From an optimization exercise on the open Yosys and OpenROAD flow, aimed at small area; shortcuts taken in it are not production practice.
At most, simulation tests tie the RTL to the original design; equivalence was not proved.
Power is estimated from default activity; no workload was simulated.

## job 101
==> module lpd_ctx, before the edit <==
module lpd_ctx
#(
   parameter int NUM_CHANNELS = lpd_pkg::DEF_NUM_CHANNELS,
   parameter int HEADER_BYTES = lpd_pkg::DEF_HEADER_BYTES
) (
   input  logic        clock,
   input  logic        reset,
   input  logic        step,
   input  lpd_pkg::req_type     item,
   output lpd_pkg::ctx_res_type res
);
   localparam int DEPTH = 1 << lpd_pkg::CHAN_W;
   localparam int LEN_W = lpd_pkg::LEN_W;
   localparam logic [1:0] M_HDR0 = 2'b00;
   localparam logic [1:0] M_HDR  = 2'b01;
   localparam logic [1:0] M_PAY1 = 2'b10;
   localparam logic [1:0] M_PAY  = 2'b11;
   logic [1:0]       mode_ff [DEPTH];
   logic [LEN_W-1:0] data_ff [DEPTH];
   logic [1:0]       mode;
   logic [LEN_W-1:0] data;
   logic             in_header;
   logic             hdr_last;
   logic             use_dec;
   logic [2:0]       hc;
   logic [LEN_W-1:0] x;
   logic [LEN_W:0]   z;
   logic [LEN_W-1:0] dec;
   logic             x_zero;
   logic [1:0]       mode_in;
   logic [LEN_W-1:0] data_in;
   assign mode = mode_ff[item.channel];
   assign data = data_ff[item.channel];
   assign in_header = ~mode[1];
   assign hc        = mode[0] ? data[LEN_W-1 -: 3] : 3'd0;
   assign hdr_last  = mode[0] & (data[LEN_W-1 -: 3] == 3'd7);
   assign use_dec   = mode[1] | hdr_last;
   assign x = {(mode[1] ? data[LEN_W-1 -: 8] : item.data_byte), data[LEN_W-9:0]};
   logic [16:0] g_pre;
   assign g_pre[0] = 1'b1;
   for (genvar j = 0; j < 16; j++) begin : g_grp
      logic [4:0] zl;
      assign zl[0] = 1'b1;
      for (genvar b = 0; b < 4; b++) begin : g_bit
         assign zl[b+1]     = zl[b] & ~x[4*j+b];
         assign z[4*j+b]    = g_pre[j] & zl[b];
         assign dec[4*j+b]  = x[4*j+b] ^ z[4*j+b];
      end
      assign g_pre[j+1] = g_pre[j] & zl[4];
   end
   assign z[LEN_W] = g_pre[16];
   assign x_zero = z[LEN_W];
   always_comb begin
      res.present             = mode[1] | (hdr_last & x_zero);
      res.word.out_channel    = item.channel;
      res.word.payload_byte   = item.data_byte & {8{mode[1]}};
      res.word.first_of_frame = (mode == M_PAY1);
      res.word.last_of_frame  = in_header | x_zero;
      res.word.empty_frame    = in_header;
   end
   always_comb begin
      if (use_dec) begin
         data_in = dec;
         mode_in = x_zero ? M_HDR0 : (mode[1] ? M_PAY : M_PAY1);
      end else begin
         data_in = data;
         for (int k = 0; k < 7; k++) begin
            if (hc == 3'(k)) data_in[8*k +: 8] = item.data_byte;
         end
         data_in[LEN_W-1 -: 3] = hc + 3'd1;
         mode_in = M_HDR;
      end
   end
   for (genvar i = 0; i < DEPTH; i++) begin : g_ch
      always_ff @(posedge clock) begin
         if (reset) begin
            mode_ff[i] <= M_HDR0;
         end else if (step && item.channel == lpd_pkg::CHAN_W'(i)) begin
            mode_ff[i] <= mode_in;
         end
      end
      always_ff @(posedge clock) begin
         if (step && item.channel == lpd_pkg::CHAN_W'(i)) begin
            data_ff[i] <= data_in;
         end
      end
   end
endmodule
clock: 10.0 ns
lec_check: 0
abc_area: 1
cap_margin: 20
core_margin: 2
core_utilization: 40
slew_margin: 20
run.sh (not shown) runs the stock make flow with config.mk's settings and CLKGATE_MAP_FILE= SYNTH_SCRIPT=/design/flow/synth_recipe.tcl, a recipe that flattens the netlist after the stock synthesis.
[inputs] job 102 vs job 101
--- a/flow/design.v
+++ b/flow/design.v
@@ -57,21 +57,13 @@
    assign hc        = mode[0] ? data[LEN_W-1 -: 3] : 3'd0;
    assign hdr_last  = mode[0] & (data[LEN_W-1 -: 3] == 3'd7);
    assign use_dec   = mode[1] | hdr_last;
    assign x = {(mode[1] ? data[LEN_W-1 -: 8] : item.data_byte), data[LEN_W-9:0]};
-   logic [16:0] g_pre;
-   assign g_pre[0] = 1'b1;
-   for (genvar j = 0; j < 16; j++) begin : g_grp
-      logic [4:0] zl;
-      assign zl[0] = 1'b1;
-      for (genvar b = 0; b < 4; b++) begin : g_bit
-         assign zl[b+1]     = zl[b] & ~x[4*j+b];
-         assign z[4*j+b]    = g_pre[j] & zl[b];
-         assign dec[4*j+b]  = x[4*j+b] ^ z[4*j+b];
-      end
-      assign g_pre[j+1] = g_pre[j] & zl[4];
+   assign z[0] = 1'b1;
+   for (genvar i = 0; i < LEN_W; i++) begin : g_dec
+      assign z[i+1] = z[i] & ~x[i];
+      assign dec[i] = x[i] ^ z[i];
    end
-   assign z[LEN_W] = g_pre[16];
    assign x_zero = z[LEN_W];
    always_comb begin
       res.present             = mode[1] | (hdr_last & x_zero);
       res.word.out_channel    = item.channel;
- Side by side, area of the die turned out lower in job 102 than in job 101.
- Final sum of negative setup slack for job 102: 4614.42 ns down relative to job 101
- Job 102 leaves less setup margin than job 101.
- The final reports for job 102 and job 101 show post-CTS setup-driven buffer insertion count higher in the former.
- Job 102 finished all stages; layout check result: FAIL, due to setup timing.
- | non-clock buffer count | higher: job 102 |
- Job 102 against job 101: number of design-rule violations left by the first detailed-router iteration went down, met3 capacity usage during global routing rose 0.67 points, sequential portion of the cell area now smaller.
Function not checked in job 102: the RTL went through the layout flow alone.

* * *

## run X
length_prefix_deframer_unit, a different RTL version from the one above (not shown whole).
Size in the first run: ~2300 cells after synthesis, roughly 40000 sq um of cells after synthesis.
==> module lpd_ctx, before the edit <==
module lpd_ctx
#(
   parameter int NUM_CHANNELS = lpd_pkg::DEF_NUM_CHANNELS,
   parameter int HEADER_BYTES = lpd_pkg::DEF_HEADER_BYTES
) (
   input  logic        clock,
   input  logic        reset,
   input  logic        step,
   input  lpd_pkg::req_type     item,
   output lpd_pkg::ctx_res_type res,
   output logic        may_defer
);
   localparam int DEPTH = 1 << lpd_pkg::CHAN_W;
   localparam int LEN_W = lpd_pkg::LEN_W;
   localparam logic [1:0] M_HDR0 = 2'b00;
   localparam logic [1:0] M_HDR  = 2'b01;
   localparam logic [1:0] M_PAY1 = 2'b10;
   localparam logic [1:0] M_PAY  = 2'b11;
   logic [1:0]       mode_ff [DEPTH];
   logic [LEN_W-1:0] data_ff [DEPTH];
   logic [1:0]       mode;
   logic [LEN_W-1:0] data;
   logic             in_header;
   logic             hdr_last;
   logic             use_dec;
   logic [2:0]       hc;
   logic [LEN_W-1:0] x;
   logic [LEN_W:0]   z;
   logic [LEN_W-1:0] dec;
   logic             x_zero;
   logic [1:0]       mode_in;
   logic [LEN_W-1:0] data_in;
   logic [DEPTH-1:0]        sel;
   logic [LEN_W+1:0]        ctx [DEPTH];
   logic [5:0][LEN_W+1:0]   part;
   assign sel = DEPTH'(1) << item.channel;
   for (genvar i = 0; i < DEPTH; i++) begin : g_rd
      assign ctx[i] = {mode_ff[i], data_ff[i]} & {(LEN_W+2){sel[i]}};
   end
   assign part[0] = ctx[0]  | ctx[1]  | ctx[2];
   assign part[1] = ctx[3]  | ctx[4]  | ctx[5];
   assign part[2] = ctx[6]  | ctx[7]  | ctx[8];
   assign part[3] = ctx[9]  | ctx[10] | ctx[11];
   assign part[4] = ctx[12] | ctx[13];
   assign part[5] = ctx[14] | ctx[15];
   assign {mode, data} = (part[0] | part[1] | part[2]) | (part[3] | part[4] | part[5]);
   assign in_header = ~mode[1];
   assign hc        = mode[0] ? data[LEN_W-1 -: 3] : 3'd0;
   assign hdr_last  = mode[0] & (data[LEN_W-1 -: 3] == 3'd7);
   assign use_dec   = mode[1] | hdr_last;
   assign x = {(mode[1] ? data[LEN_W-1 -: 8] : item.data_byte), data[LEN_W-9:0]};
   logic [16:0] g_pre;
   assign g_pre[0] = 1'b1;
   for (genvar j = 0; j < 16; j++) begin : g_grp
      logic [4:0] zl;
      assign zl[0] = 1'b1;
      for (genvar b = 0; b < 4; b++) begin : g_bit
         assign zl[b+1]     = zl[b] & ~x[4*j+b];
         assign z[4*j+b]    = g_pre[j] & zl[b];
         assign dec[4*j+b]  = x[4*j+b] ^ z[4*j+b];
      end
      assign g_pre[j+1] = g_pre[j] & zl[4];
   end
   assign z[LEN_W] = g_pre[16];
   assign x_zero = z[LEN_W];
   assign may_defer = in_header & ~hdr_last;
   always_comb begin
      res.present             = mode[1] | (hdr_last & x_zero);
      res.word.out_channel    = item.channel;
      res.word.payload_byte   = item.data_byte & {8{mode[1]}};
      res.word.first_of_frame = (mode == M_PAY1);
      res.word.last_of_frame  = in_header | x_zero;
      res.word.empty_frame    = in_header;
   end
   always_comb begin
      if (use_dec) begin
         data_in = dec;
         mode_in = x_zero ? M_HDR0 : (mode[1] ? M_PAY : M_PAY1);
      end else begin
         data_in = data;
         for (int k = 0; k < 7; k++) begin
            if (hc == 3'(k)) data_in[8*k +: 8] = item.data_byte;
         end
         data_in[LEN_W-1 -: 3] = hc + 3'd1;
         mode_in = M_HDR;
      end
   end
   for (genvar i = 0; i < DEPTH; i++) begin : g_ch
      always_ff @(posedge clock) begin
         if (reset) begin
            mode_ff[i] <= M_HDR0;
         end else if (step && item.channel == lpd_pkg::CHAN_W'(i)) begin
            mode_ff[i] <= mode_in;
         end
      end
      always_ff @(posedge clock) begin
         if (step && item.channel == lpd_pkg::CHAN_W'(i)) begin
            data_ff[i] <= data_in;
         end
      end
   end
endmodule
==> flow/config.mk <==
export PLATFORM = sky130hd
export DESIGN_NAME = length_prefix_deframer_unit
export DESIGN_NICKNAME = length_prefix_deframer_unit
export VERILOG_FILES = /design/flow/design.v
export SDC_FILE = /design/flow/constraint.sdc
export NUM_CORES = 4
export LEC_CHECK = 0
export ABC_AREA = 1
export CAP_MARGIN = 20
export CORE_MARGIN = 2
export CORE_UTILIZATION = 75
export SLEW_MARGIN = 20
==> flow/constraint.sdc <==
create_clock -name core_clock -period 10.0 [get_ports {clock}]
set_input_delay 2.0000 -clock core_clock [delete_from_list [all_inputs] [get_ports {clock}]]
set_output_delay 2.0000 -clock core_clock [all_outputs]
set_load 0.01 [all_outputs]
standard.sh (not shown) runs the stock make flow with config.mk's settings and CLKGATE_MAP_FILE= SYNTH_SCRIPT=/design/flow/synth_recipe.tcl, a recipe that flattens the netlist after the stock synthesis.
==> flow/flow/run.sh <==
#!/bin/bash
# The standard layout (standard.sh) with two changes:
#  - synthesis maps the logic with flow/abc_map.script (see flow/synth.tcl);
#  - the clock tree is built without dummy loads.
set -euo pipefail
cd "$(dirname "$0")/.."
work=$(pwd)
export FLOW_SYNTH_TCL=$work/synth_recipe.tcl
export MY_ABC_SCRIPT=$work/flow/abc_map.script
export CTS_ARGS="-sink_clustering_enable -repair_clock_nets -buf_list sky130_fd_sc_hd__clkbuf_8 -sink_clustering_size 18 -sink_clustering_max_diameter 60 -dont_use_dummy_load"
sed "s#SYNTH_SCRIPT=[^ ]*#SYNTH_SCRIPT=$work/flow/synth.tcl#" standard.sh > my_standard.sh
grep -q "SYNTH_SCRIPT=$work/flow/synth.tcl" my_standard.sh
bash my_standard.sh > standard.log 2>&1
==> flow/flow/abc_map.script <==
strash
&get -n
&dch
&nf
&put
topo
stime -c
buffer -c
upsize -c
dnsize -c
==> flow/flow/synth.tcl <==
# The standard flow's synthesis script, with the logic mapped by an area-recovering ABC script
# (abc_map.script) in place of the flow's. Registers are mapped as before.
proc abc {args} {
  set i [lsearch -exact $args -script]
  if {$i >= 0} { lset args [expr {$i + 1}] $::env(MY_ABC_SCRIPT) }
  yosys abc {*}$args
}
source $::env(FLOW_SYNTH_TCL)
Input-level comparison between run Z and run X:
--- a/flow/design.v
+++ b/flow/design.v
@@ -57,17 +57,15 @@
    logic [5:0][LEN_W+1:0]   part;
    assign sel = DEPTH'(1) << item.channel;
    for (genvar i = 0; i < DEPTH; i++) begin : g_rd
       assign ctx[i] = {mode_ff[i], data_ff[i]} & {(LEN_W+2){sel[i]}};
    end
-   assign part[0] = ctx[0]  | ctx[1]  | ctx[2];
-   assign part[1] = ctx[3]  | ctx[4]  | ctx[5];
-   assign part[2] = ctx[6]  | ctx[7]  | ctx[8];
-   assign part[3] = ctx[9]  | ctx[10] | ctx[11];
-   assign part[4] = ctx[12] | ctx[13];
-   assign part[5] = ctx[14] | ctx[15];
-   assign {mode, data} = (part[0] | part[1] | part[2]) | (part[3] | part[4] | part[5]);
+   for (genvar g = 0; g < 5; g++) begin : g_part
+      assign part[g] = ctx[3*g] | ctx[3*g+1] | ctx[3*g+2];
+   end
+   assign part[5] = ctx[15];
+   assign {mode, data} = part[0] | part[1] | part[2] | part[3] | part[4] | part[5];
    assign in_header = ~mode[1];
    assign hc        = mode[0] ? data[LEN_W-1 -: 3] : 3'd0;
    assign hdr_last  = mode[0] & (data[LEN_W-1 -: 3] == 3'd7);
    assign use_dec   = mode[1] | hdr_last;
    assign x = {(mode[1] ? data[LEN_W-1 -: 8] : item.data_byte), data[LEN_W-9:0]};
--- outcome ---
Run Z -> run X: fraction of area in non-clock buffers flat
Summary — transition time at the pin with the least slew margin, run Z relative to run X: lower, by 0.15 ns.
Relative to run X, final cell count without fillers has gone down in run Z.
Post-detailed-routing wire length grows slightly when moving from run X to run Z.
Taking run X as the reference, in run Z first-pass GRT wire length picked up an extra about 1.1%, maximum frequency rose 1.8%.
Comparing run Z against run X, there is no change at all in clock-buffer cell count.
Run Z completed; timing, DRC and antenna clean
Function was not checked in any run of this note: the RTL went through the layout flow alone.

* * *

Setup of alpha:
Another version of the RTL of length_prefix_deframer_unit (not shown whole).
Size: roughly 2400 cells after synthesis, roughly 1100 flip-flops, ~33 I/O pins, roughly 41000 µm² of cells after synthesis.
==> module lpd_ctx, before the edit <==
module lpd_ctx
#(
   parameter int NUM_CHANNELS = lpd_pkg::DEF_NUM_CHANNELS,
   parameter int HEADER_BYTES = lpd_pkg::DEF_HEADER_BYTES
) (
   input  logic        clock,
   input  logic        reset,
   input  logic        step,
   input  lpd_pkg::req_type     item,
   output lpd_pkg::ctx_res_type res,
   output logic        may_defer
);
   localparam int DEPTH = 1 << lpd_pkg::CHAN_W;
   localparam int LEN_W = lpd_pkg::LEN_W;
   localparam logic [1:0] M_HDR0 = 2'b00;
   localparam logic [1:0] M_HDR  = 2'b01;
   localparam logic [1:0] M_PAY1 = 2'b10;
   localparam logic [1:0] M_PAY  = 2'b11;
   logic [1:0]       mode_ff [DEPTH];
   logic [LEN_W-1:0] data_ff [DEPTH];
   logic [1:0]       mode;
   logic [LEN_W-1:0] data;
   logic             in_header;
   logic             hdr_last;
   logic             use_dec;
   logic [2:0]       hc;
   logic [LEN_W-1:0] x;
   logic [LEN_W:0]   z;
   logic [LEN_W-1:0] dec;
   logic             x_zero;
   logic [1:0]       mode_in;
   logic [LEN_W-1:0] data_in;
   assign mode = mode_ff[item.channel];
   assign data = data_ff[item.channel];
   assign in_header = ~mode[1];
   assign hc        = mode[0] ? data[LEN_W-1 -: 3] : 3'd0;
   assign hdr_last  = mode[0] & (data[LEN_W-1 -: 3] == 3'd7);
   assign use_dec   = mode[1] | hdr_last;
   assign x = {(mode[1] ? data[LEN_W-1 -: 8] : item.data_byte), data[LEN_W-9:0]};
   logic [16:0] g_pre;
   assign g_pre[0] = 1'b1;
   for (genvar j = 0; j < 16; j++) begin : g_grp
      logic [4:0] zl;
      assign zl[0] = 1'b1;
      for (genvar b = 0; b < 4; b++) begin : g_bit
         assign zl[b+1]     = zl[b] & ~x[4*j+b];
         assign z[4*j+b]    = g_pre[j] & zl[b];
         assign dec[4*j+b]  = x[4*j+b] ^ z[4*j+b];
      end
      assign g_pre[j+1] = g_pre[j] & zl[4];
   end
   assign z[LEN_W] = g_pre[16];
   assign x_zero = z[LEN_W];
   assign may_defer = in_header & ~hdr_last;
   always_comb begin
      res.present             = mode[1] | (hdr_last & x_zero);
      res.word.out_channel    = item.channel;
      res.word.payload_byte   = item.data_byte & {8{mode[1]}};
      res.word.first_of_frame = (mode == M_PAY1);
      res.word.last_of_frame  = in_header | x_zero;
      res.word.empty_frame    = in_header;
   end
   always_comb begin
      if (use_dec) begin
         data_in = dec;
         mode_in = x_zero ? M_HDR0 : (mode[1] ? M_PAY : M_PAY1);
      end else begin
         data_in = data;
         for (int k = 0; k < 7; k++) begin
            if (hc == 3'(k)) data_in[8*k +: 8] = item.data_byte;
         end
         data_in[LEN_W-1 -: 3] = hc + 3'd1;
         mode_in = M_HDR;
      end
   end
   for (genvar i = 0; i < DEPTH; i++) begin : g_ch
      always_ff @(posedge clock) begin
         if (reset) begin
            mode_ff[i] <= M_HDR0;
         end else if (step && item.channel == lpd_pkg::CHAN_W'(i)) begin
            mode_ff[i] <= mode_in;
         end
      end
      always_ff @(posedge clock) begin
         if (step && item.channel == lpd_pkg::CHAN_W'(i)) begin
            data_ff[i] <= data_in;
         end
      end
   end
endmodule
export LEC_CHECK = 0
export ABC_AREA = 1
export CAP_MARGIN = 20
export CORE_MARGIN = 2
export CORE_UTILIZATION = 75
export SLEW_MARGIN = 20
create_clock -name core_clock -period 10.0 [get_ports {clock}]
Scripts as last shown in full above: flow/flow/run.sh, flow/flow/abc_map.script, flow/flow/synth.tcl
The following lists how beta was set up differently from alpha:
--- a/flow/design.v
+++ b/flow/design.v
@@ -49,10 +49,19 @@
    logic [LEN_W-1:0] x;
    logic [LEN_W:0]   z;
-   logic [LEN_W-1:0] dec;
    logic             x_zero;
    logic [1:0]       mode_in;
    logic [LEN_W-1:0] data_in;
-   assign mode = mode_ff[item.channel];
-   assign data = data_ff[item.channel];
+   logic [DEPTH-1:0]        sel;
+   logic [LEN_W+1:0]        ctx [DEPTH];
+   logic [5:0][LEN_W+1:0]   part;
+   assign sel = DEPTH'(1) << item.channel;
+   for (genvar i = 0; i < DEPTH; i++) begin : g_rd
+      assign ctx[i] = {mode_ff[i], data_ff[i]} & {(LEN_W+2){sel[i]}};
+   end
+   for (genvar g = 0; g < 5; g++) begin : g_part
+      assign part[g] = ctx[3*g] | ctx[3*g+1] | ctx[3*g+2];
+   end
+   assign part[5] = ctx[15];
+   assign {mode, data} = part[0] | part[1] | part[2] | part[3] | part[4] | part[5];
    assign in_header = ~mode[1];
    assign hc        = mode[0] ? data[LEN_W-1 -: 3] : 3'd0;
@@ -68,5 +77,4 @@
          assign zl[b+1]     = zl[b] & ~x[4*j+b];
          assign z[4*j+b]    = g_pre[j] & zl[b];
-         assign dec[4*j+b]  = x[4*j+b] ^ z[4*j+b];
       end
       assign g_pre[j+1] = g_pre[j] & zl[4];
@@ -83,14 +91,16 @@
       res.word.empty_frame    = in_header;
    end
+   logic [7:0] lane_wr;
+   for (genvar l = 0; l < 8; l++) begin : g_lane
+      assign lane_wr[l] = ~use_dec & (hc == 3'(l));
+   end
    always_comb begin
+      for (int i = 0; i < LEN_W; i++) begin
+         data_in[i] = lane_wr[i/8] ? item.data_byte[i%8] : (x[i] ^ (z[i] & use_dec));
+      end
+      if (~use_dec) data_in[LEN_W-1 -: 3] = hc + 3'd1;
       if (use_dec) begin
-         data_in = dec;
          mode_in = x_zero ? M_HDR0 : (mode[1] ? M_PAY : M_PAY1);
       end else begin
-         data_in = data;
-         for (int k = 0; k < 7; k++) begin
-            if (hc == 3'(k)) data_in[8*k +: 8] = item.data_byte;
-         end
-         data_in[LEN_W-1 -: 3] = hc + 3'd1;
          mode_in = M_HDR;
       end
## What came out
- For global-route usage, alpha and beta come out practically identical.
- Per the comparison of beta with alpha, count of distinct cell types in the synthesized netlist -8.5%; post-route worst setup slack -0.025 ns; area fraction in compound gates after synthesis -1.7 points; combinational group share of total power -1.5 points.
- The via count reported for beta is lower than the one for alpha.
- Where net load switching power is concerned, alpha is outperformed by beta.
- Measured against each other, alpha and beta differ in area of the placeable core, the lower figure coming from beta.

## what the ideal ports hide
No port has a modelled driver above. Below, the same layouts with a new extraction and two added sets of constraints. Step 1 (the two cells are an assumption about what drives the block):
set clk [get_ports {clock}]
set_driving_cell -lib_cell sky130_fd_sc_hd__clkbuf_16 $clk
set_driving_cell -lib_cell sky130_fd_sc_hd__buf_2 [delete_from_list [all_inputs] $clk]
Step 2 moves the port delays by t, midway between the first and last clock arrival at a register: inputs arrive t later, outputs are due t later. That takes back most of the time a late clock gives input paths. a / b / c = no drivers / after step 1 / after step 2; a / b = the first two.
run	shift t [ns]	setup slack, ns	clock arrival spread, ns	slew at the worst register clock pin (ns)
job 101	0.755	0.592 / 0.566 / 0.566	0.044 / 0.044	0.07 / 0.07
job 102	0.758	-5.329 / -5.367 / -5.367	0.036 / 0.035	0.07 / 0.07
run X	0.738	1.271 / 1.234 / 0.906	0.043 / 0.043	0.11 / 0.11
run Z	0.738	1.426 / 1.383 / 0.787	0.051 / 0.051	0.11 / 0.11
alpha	0.741	1.697 / 1.666 / 1.388	0.054 / 0.054	0.11 / 0.11
beta	0.733	1.672 / 1.643 / 1.643	0.059 / 0.058	0.11 / 0.11
The setup slack of run Z, which loses most, moves by -0.043 ns with the drivers and by -0.639 ns with both steps.
